This design comes from an exercise in tuning for small area, a short achievable clock period and few clock cycles on the open sky130 flow, not from production work. The RTL was checked by simulation tests, not by an equivalence proof against the original design. Power and IR drop assume default switching activity.

==> run a: inputs <==
==> flow/design.v (excerpt) <==
module cpu_top (
    input  logic  clk_i,
    input  logic  rst_i,
    output logic  cyc_o,
    output logic  stb_o,
    output logic  we_o,
    output cpu_pkg::sel_t  sel_o,
    output cpu_pkg::word_t adr_o,
    output cpu_pkg::word_t dat_o,
    input  logic  ack_i,
    input  logic  err_i,
    input  cpu_pkg::word_t dat_i
);
export LEC_CHECK = 0
export CAP_MARGIN = 20
export CORE_MARGIN = 2
export CORE_UTILIZATION = 40
export SETUP_SLACK_MARGIN = 5
export SLEW_MARGIN = 20
create_clock -name core_clock -period 10.0 [get_ports {clk_i}]
run.sh (not shown) runs the stock make flow with config.mk's settings and CLKGATE_MAP_FILE= SYNTH_SCRIPT=/design/flow/synth_recipe.tcl, a recipe that flattens the netlist after the stock synthesis.
==> run b: changes against run a <==
--- a/flow/design.v
+++ b/flow/design.v
@@ -244,20 +244,21 @@
     assign s_or_o   = x_or;
     assign s_and_o  = x_and;
     assign s_xor_o  = x_xor;
     logic [6:0] n_op;
     logic [1:0] n_fmt;
     logic [3:0] n_cond;
     logic [4:0] n_d, n_s, n_base, n_ra;
+    logic       n_ra_s;
     logic       n_set, n_load, n_store, n_jump, n_tb, n_sub, n_shl, n_or;
     logic       n_and, n_xor, n_add, n_shr, n_halt;
     logic       n_if_z, n_if_nz, n_d31, n_mem;
     logic       n_alu1, n_alu2;
     logic       zknown, n_pass, n_fail, n_djump, n_nop, n_cont, n_dep;
-    logic       n_bstale, n_hit, n_hit_st;
+    logic       n_bstale, n_hit;
     logic [4:0] r_d, r_s;
     logic       r_d31, r_alu2, r_wr_d;
     assign r_d    = r_body[50:46];
     assign r_s    = r_body[45:41];
     assign r_d31  = (r_d == 5'd31);
     assign r_alu2 = r_or | r_and | r_xor;
     assign r_wr_d = r_set | r_add | r_sub | r_shl | r_shr | r_alu2;
@@ -291,17 +292,18 @@
     assign n_fail  = zknown &  ((n_if_z & ~zf) | (n_if_nz & zf));
     assign n_djump = n_jump & (n_fmt == 2'd2) & n_pass;
     assign n_cont  = n_nop | n_fail | n_tb | n_djump | (n_alu1 & ~n_d31);
     assign n_base   = n_load ? n_s : n_d;
     assign n_bstale = (r_v & r_wr_d & ~r_d31 & (r_d == bid)) |
                       (x_v & x_we & (x_d == bid));
     assign n_hit    = (n_base == 5'd31) | (bv & (bid == n_base) & ~n_bstale);
-    assign n_hit_st = n_d31 | (bv & (bid == n_d) & ~n_bstale);
-    assign n_ra    = ((n_set & n_fmt == 2'd0) | n_load | n_alu2 | (n_store & n_hit)) ? n_s : n_d;
-    assign n_dep   = r_v & r_wr_d & ~r_d31 & (r_d == n_ra) &
+    assign n_ra_s  = (n_set & n_fmt == 2'd0) | n_mem | n_alu2;
+    assign n_ra    = n_ra_s ? n_s : n_d;
+    assign n_dep   = r_v & r_wr_d & ~r_d31 &
+                     (n_ra_s ? (r_d == n_s) : (r_d == n_d)) &
                      ~(n_nop | n_fail | n_halt | (n_set & n_fmt != 2'd0) | (n_jump & n_fmt == 2'd2));
     logic        x_write;
     logic        z_next, z_fast, pass_r, pass_x, r_zwait;
     logic        r_hold, r_go, b_load, r_xmov;
     logic [63:0] agu_a;
     logic [63:0] agu_b;
     logic [63:0] tsum;
@@ -311,15 +313,15 @@
     assign z_fast  = (x_v & x_pass & x_sub) ? z_sub_i : zf;
     assign pass_r  = ~(r_if_z & ~z_fast) & ~(r_if_nz & z_fast);
     assign pass_x  = ~(r_if_z & ~z_next) & ~(r_if_nz & z_next);
     assign r_zwait = x_v & x_tb & (r_if_z | r_if_nz) &
                      (r_mem | r_jump | r_add31 | r_halt | (r_alu2 & ~r_step));
     assign r_hold  = r_v & ((r_mem & ~r_hit) | r_zwait | r_dep);
     assign r_go    = r_v & ~r_hold;
-    assign b_load  = r_v & r_mem & ~r_hit & ~r_dep;
+    assign b_load  = r_v & r_mem & ~r_hit & ~r_dep & (r_ra == r_base);
     assign r_xmov  = r_set | r_sub | r_shl | r_shr | r_tb | (r_add & ~r_d31) | (r_alu2 & r_step);
     assign agu_a  = r_agu_pc ? pc : bval;
     assign agu_b  = r_mem ? {23'd0, r_body[40:0]} : {23'd0, r_body[45:5]};
     assign tsum   = agu_a + agu_b;
     assign rf_we_o  = x_write;
     assign rf_wid_o = x_d;
     logic [4:0]  ra_next;
@@ -330,21 +332,19 @@
     end
     always_comb begin
         ra_next = r_ra;
         if (fack) begin
             ra_next = n_ra;
         end else if (r_v & r_alu2 & ~r_step & ~r_dep & ~r_zwait) begin
             ra_next = r_d;
-        end else if (b_load & r_store) begin
-            ra_next = r_s;
+        end else if (r_v & r_store & ~r_hit) begin
+            ra_next = b_load ? r_s : r_d;
         end
     end
-    logic        n_ra_s;
     logic [31:0] dec_s, dec_d, dec_o;
-    assign n_ra_s = (n_set & n_fmt == 2'd0) | n_load | n_alu2 | (n_store & n_hit_st);
     always_comb begin
         for (int i = 0; i < 32; i++) begin
             dec_s[i] = (n_s == 5'(i));
             dec_d[i] = (n_d == 5'(i));
             dec_o[i] = (ra_next == 5'(i));
         end
     end
==> flow/flow/run.sh (new file) <==
#!/bin/bash
set -euo pipefail
bash standard.sh SETUP_SLACK_MARGIN=6.0 "BUFFER_PORTS_ARGS=-buffer_cell sky130_fd_sc_hd__buf_4" finish > standard_flow.log 2>&1
==> flow/standard.sh (new file) <==
#!/bin/bash
# synth_recipe.tcl (not shown) runs the flow's synth.tcl, then flattens the netlist and writes it again
# the make line also repeats each setting of config.mk as NAME=value (left out here)
make -C /OpenROAD-flow-scripts/flow DESIGN_CONFIG=/design/flow/config.mk WORK_HOME=/design/flow/orfs CLKGATE_MAP_FILE= SYNTH_SCRIPT=/design/flow/synth_recipe.tcl "${@:-finish}"
Settings changed: CORE_UTILIZATION 40 to 50, CTS_CLUSTER_DIAMETER from default to 80, CTS_CLUSTER_SIZE from default to 28.
removed: flow/run.sh
==> run c: changes against run a <==
--- a/flow/design.v
+++ b/flow/design.v
@@ -244,20 +244,21 @@
     assign s_or_o   = x_or;
     assign s_and_o  = x_and;
     assign s_xor_o  = x_xor;
     logic [6:0] n_op;
     logic [1:0] n_fmt;
     logic [3:0] n_cond;
     logic [4:0] n_d, n_s, n_base, n_ra;
+    logic       n_ra_s;
     logic       n_set, n_load, n_store, n_jump, n_tb, n_sub, n_shl, n_or;
     logic       n_and, n_xor, n_add, n_shr, n_halt;
     logic       n_if_z, n_if_nz, n_d31, n_mem;
     logic       n_alu1, n_alu2;
     logic       zknown, n_pass, n_fail, n_djump, n_nop, n_cont, n_dep;
-    logic       n_bstale, n_hit, n_hit_st;
+    logic       n_bstale, n_hit;
     logic [4:0] r_d, r_s;
     logic       r_d31, r_alu2, r_wr_d;
     assign r_d    = r_body[50:46];
     assign r_s    = r_body[45:41];
     assign r_d31  = (r_d == 5'd31);
     assign r_alu2 = r_or | r_and | r_xor;
     assign r_wr_d = r_set | r_add | r_sub | r_shl | r_shr | r_alu2;
@@ -291,17 +292,18 @@
     assign n_fail  = zknown &  ((n_if_z & ~zf) | (n_if_nz & zf));
     assign n_djump = n_jump & (n_fmt == 2'd2) & n_pass;
     assign n_cont  = n_nop | n_fail | n_tb | n_djump | (n_alu1 & ~n_d31);
     assign n_base   = n_load ? n_s : n_d;
     assign n_bstale = (r_v & r_wr_d & ~r_d31 & (r_d == bid)) |
                       (x_v & x_we & (x_d == bid));
     assign n_hit    = (n_base == 5'd31) | (bv & (bid == n_base) & ~n_bstale);
-    assign n_hit_st = n_d31 | (bv & (bid == n_d) & ~n_bstale);
-    assign n_ra    = ((n_set & n_fmt == 2'd0) | n_load | n_alu2 | (n_store & n_hit)) ? n_s : n_d;
-    assign n_dep   = r_v & r_wr_d & ~r_d31 & (r_d == n_ra) &
+    assign n_ra_s  = (n_set & n_fmt == 2'd0) | n_mem | n_alu2;
+    assign n_ra    = n_ra_s ? n_s : n_d;
+    assign n_dep   = r_v & r_wr_d & ~r_d31 &
+                     (n_ra_s ? (r_d == n_s) : (r_d == n_d)) &
                      ~(n_nop | n_fail | n_halt | (n_set & n_fmt != 2'd0) | (n_jump & n_fmt == 2'd2));
     logic        x_write;
     logic        z_next, z_fast, pass_r, pass_x, r_zwait;
     logic        r_hold, r_go, b_load, r_xmov;
     logic [63:0] agu_a;
     logic [63:0] agu_b;
     logic [63:0] tsum;
@@ -311,15 +313,15 @@
     assign z_fast  = (x_v & x_pass & x_sub) ? z_sub_i : zf;
     assign pass_r  = ~(r_if_z & ~z_fast) & ~(r_if_nz & z_fast);
     assign pass_x  = ~(r_if_z & ~z_next) & ~(r_if_nz & z_next);
     assign r_zwait = x_v & x_tb & (r_if_z | r_if_nz) &
                      (r_mem | r_jump | r_add31 | r_halt | (r_alu2 & ~r_step));
     assign r_hold  = r_v & ((r_mem & ~r_hit) | r_zwait | r_dep);
     assign r_go    = r_v & ~r_hold;
-    assign b_load  = r_v & r_mem & ~r_hit & ~r_dep;
+    assign b_load  = r_v & r_mem & ~r_hit & ~r_dep & (r_ra == r_base);
     assign r_xmov  = r_set | r_sub | r_shl | r_shr | r_tb | (r_add & ~r_d31) | (r_alu2 & r_step);
     assign agu_a  = r_agu_pc ? pc : bval;
     assign agu_b  = r_mem ? {23'd0, r_body[40:0]} : {23'd0, r_body[45:5]};
     assign tsum   = agu_a + agu_b;
     assign rf_we_o  = x_write;
     assign rf_wid_o = x_d;
     logic [4:0]  ra_next;
@@ -330,21 +332,19 @@
     end
     always_comb begin
         ra_next = r_ra;
         if (fack) begin
             ra_next = n_ra;
         end else if (r_v & r_alu2 & ~r_step & ~r_dep & ~r_zwait) begin
             ra_next = r_d;
-        end else if (b_load & r_store) begin
-            ra_next = r_s;
+        end else if (r_v & r_store & ~r_hit) begin
+            ra_next = b_load ? r_s : r_d;
         end
     end
-    logic        n_ra_s;
     logic [31:0] dec_s, dec_d, dec_o;
-    assign n_ra_s = (n_set & n_fmt == 2'd0) | n_load | n_alu2 | (n_store & n_hit_st);
     always_comb begin
         for (int i = 0; i < 32; i++) begin
             dec_s[i] = (n_s == 5'(i));
             dec_d[i] = (n_d == 5'(i));
             dec_o[i] = (ra_next == 5'(i));
         end
     end
==> flow/flow/run.sh (new file) <==
#!/bin/bash
set -euo pipefail
bash standard.sh SETUP_SLACK_MARGIN=5.8 "BUFFER_PORTS_ARGS=-buffer_cell sky130_fd_sc_hd__buf_4" finish > standard_flow.log 2>&1
==> flow/standard.sh (new file) <==
#!/bin/bash
# synth_recipe.tcl (not shown) runs the flow's synth.tcl, then flattens the netlist and writes it again
# the make line also repeats each setting of config.mk as NAME=value (left out here)
make -C /OpenROAD-flow-scripts/flow DESIGN_CONFIG=/design/flow/config.mk WORK_HOME=/design/flow/orfs CLKGATE_MAP_FILE= SYNTH_SCRIPT=/design/flow/synth_recipe.tcl "${@:-finish}"
Settings changed: CORE_UTILIZATION 40 to 58, CTS_CLUSTER_DIAMETER from default to 80, CTS_CLUSTER_SIZE from default to 28.
removed: flow/run.sh
==> run d: changes against run a <==
--- a/flow/design.v
+++ b/flow/design.v
@@ -244,20 +244,21 @@
     assign s_or_o   = x_or;
     assign s_and_o  = x_and;
     assign s_xor_o  = x_xor;
     logic [6:0] n_op;
     logic [1:0] n_fmt;
     logic [3:0] n_cond;
     logic [4:0] n_d, n_s, n_base, n_ra;
+    logic       n_ra_s;
     logic       n_set, n_load, n_store, n_jump, n_tb, n_sub, n_shl, n_or;
     logic       n_and, n_xor, n_add, n_shr, n_halt;
     logic       n_if_z, n_if_nz, n_d31, n_mem;
     logic       n_alu1, n_alu2;
     logic       zknown, n_pass, n_fail, n_djump, n_nop, n_cont, n_dep;
-    logic       n_bstale, n_hit, n_hit_st;
+    logic       n_bstale, n_hit;
     logic [4:0] r_d, r_s;
     logic       r_d31, r_alu2, r_wr_d;
     assign r_d    = r_body[50:46];
     assign r_s    = r_body[45:41];
     assign r_d31  = (r_d == 5'd31);
     assign r_alu2 = r_or | r_and | r_xor;
     assign r_wr_d = r_set | r_add | r_sub | r_shl | r_shr | r_alu2;
@@ -291,17 +292,18 @@
     assign n_fail  = zknown &  ((n_if_z & ~zf) | (n_if_nz & zf));
     assign n_djump = n_jump & (n_fmt == 2'd2) & n_pass;
     assign n_cont  = n_nop | n_fail | n_tb | n_djump | (n_alu1 & ~n_d31);
     assign n_base   = n_load ? n_s : n_d;
     assign n_bstale = (r_v & r_wr_d & ~r_d31 & (r_d == bid)) |
                       (x_v & x_we & (x_d == bid));
     assign n_hit    = (n_base == 5'd31) | (bv & (bid == n_base) & ~n_bstale);
-    assign n_hit_st = n_d31 | (bv & (bid == n_d) & ~n_bstale);
-    assign n_ra    = ((n_set & n_fmt == 2'd0) | n_load | n_alu2 | (n_store & n_hit)) ? n_s : n_d;
-    assign n_dep   = r_v & r_wr_d & ~r_d31 & (r_d == n_ra) &
+    assign n_ra_s  = (n_set & n_fmt == 2'd0) | n_mem | n_alu2;
+    assign n_ra    = n_ra_s ? n_s : n_d;
+    assign n_dep   = r_v & r_wr_d & ~r_d31 &
+                     (n_ra_s ? (r_d == n_s) : (r_d == n_d)) &
                      ~(n_nop | n_fail | n_halt | (n_set & n_fmt != 2'd0) | (n_jump & n_fmt == 2'd2));
     logic        x_write;
     logic        z_next, z_fast, pass_r, pass_x, r_zwait;
     logic        r_hold, r_go, b_load, r_xmov;
     logic [63:0] agu_a;
     logic [63:0] agu_b;
     logic [63:0] tsum;
@@ -311,15 +313,15 @@
     assign z_fast  = (x_v & x_pass & x_sub) ? z_sub_i : zf;
     assign pass_r  = ~(r_if_z & ~z_fast) & ~(r_if_nz & z_fast);
     assign pass_x  = ~(r_if_z & ~z_next) & ~(r_if_nz & z_next);
     assign r_zwait = x_v & x_tb & (r_if_z | r_if_nz) &
                      (r_mem | r_jump | r_add31 | r_halt | (r_alu2 & ~r_step));
     assign r_hold  = r_v & ((r_mem & ~r_hit) | r_zwait | r_dep);
     assign r_go    = r_v & ~r_hold;
-    assign b_load  = r_v & r_mem & ~r_hit & ~r_dep;
+    assign b_load  = r_v & r_mem & ~r_hit & ~r_dep & (r_ra == r_base);
     assign r_xmov  = r_set | r_sub | r_shl | r_shr | r_tb | (r_add & ~r_d31) | (r_alu2 & r_step);
     assign agu_a  = r_agu_pc ? pc : bval;
     assign agu_b  = r_mem ? {23'd0, r_body[40:0]} : {23'd0, r_body[45:5]};
     assign tsum   = agu_a + agu_b;
     assign rf_we_o  = x_write;
     assign rf_wid_o = x_d;
     logic [4:0]  ra_next;
@@ -330,21 +332,19 @@
     end
     always_comb begin
         ra_next = r_ra;
         if (fack) begin
             ra_next = n_ra;
         end else if (r_v & r_alu2 & ~r_step & ~r_dep & ~r_zwait) begin
             ra_next = r_d;
-        end else if (b_load & r_store) begin
-            ra_next = r_s;
+        end else if (r_v & r_store & ~r_hit) begin
+            ra_next = b_load ? r_s : r_d;
         end
     end
-    logic        n_ra_s;
     logic [31:0] dec_s, dec_d, dec_o;
-    assign n_ra_s = (n_set & n_fmt == 2'd0) | n_load | n_alu2 | (n_store & n_hit_st);
     always_comb begin
         for (int i = 0; i < 32; i++) begin
             dec_s[i] = (n_s == 5'(i));
             dec_d[i] = (n_d == 5'(i));
             dec_o[i] = (ra_next == 5'(i));
         end
     end
==> flow/flow/run.sh (new file) <==
#!/bin/bash
set -euo pipefail
bash standard.sh SETUP_SLACK_MARGIN=5.8 "BUFFER_PORTS_ARGS=-buffer_cell sky130_fd_sc_hd__buf_4" finish > standard_flow.log 2>&1
==> flow/standard.sh (new file) <==
#!/bin/bash
# synth_recipe.tcl (not shown) runs the flow's synth.tcl, then flattens the netlist and writes it again
# the make line also repeats each setting of config.mk as NAME=value (left out here)
make -C /OpenROAD-flow-scripts/flow DESIGN_CONFIG=/design/flow/config.mk WORK_HOME=/design/flow/orfs CLKGATE_MAP_FILE= SYNTH_SCRIPT=/design/flow/synth_recipe.tcl "${@:-finish}"
Settings changed: CTS_CLUSTER_DIAMETER from default to 80, CTS_CLUSTER_SIZE from default to 28, PLACE_DENSITY from default to 0.75.
removed: flow/run.sh
==> notes <==
Run a ran to the end with no violations. Run d produced a clean layout. Run b ran to the end with violations: capacitance limit, slew limit. Run c finished clean.
In synthesized cell count, run b and run c do not differ.
Wire length: run c < run a < run d < run b.
Critical path depth is the same in run c and run a.
The lowest combinational power belongs to run a, the highest to run b.
Via count: run c > run b > run d > run a.
Sequential power is about the same in run c and run b.
In run c the area after synthesis is higher than in run a, by 0.44%.
Testbench counts of run a, summed over its fixed seeds: cycles 26,646.
Testbench counts of run b, summed over its fixed seeds: cycles 26,659.
Testbench counts of run c, summed over its fixed seeds: cycles 26,659.
Testbench counts of run d, summed over its fixed seeds: cycles 26,659.

[afterwards: timing with drivers on the ports]
How much do the figures lean on ideal ports? The routed layouts below were timed once more, with nothing changed but the port constraints.
Step 1 assumes that a clkbuf_16 drives the clock port and a buf_2 every other input.
Step 2, shift: input delay + t, output delay - t, t = (earliest + latest rising clock arrival at the registers) / 2. This alone moves slack from input paths to output paths.
a / b / c = ideal / step 1 / step 2; a / b = the first two.
run | shift t [ns] | slack for setup (ns) | worst setup path after step 2
run a | 1.007 | 4.844 / 4.844 / 4.042 | input to register
run b | 0.939 | 5.650 / 5.555 / 5.051 | input to register
run c | 0.930 | 5.515 / 5.472 / 4.889 | input to register
run d | 0.959 | 5.578 / 5.488 / 4.772 | input to register
The setup slack of run d, which loses most, moves by -0.090 ns with the drivers and by -0.806 ns with both steps.
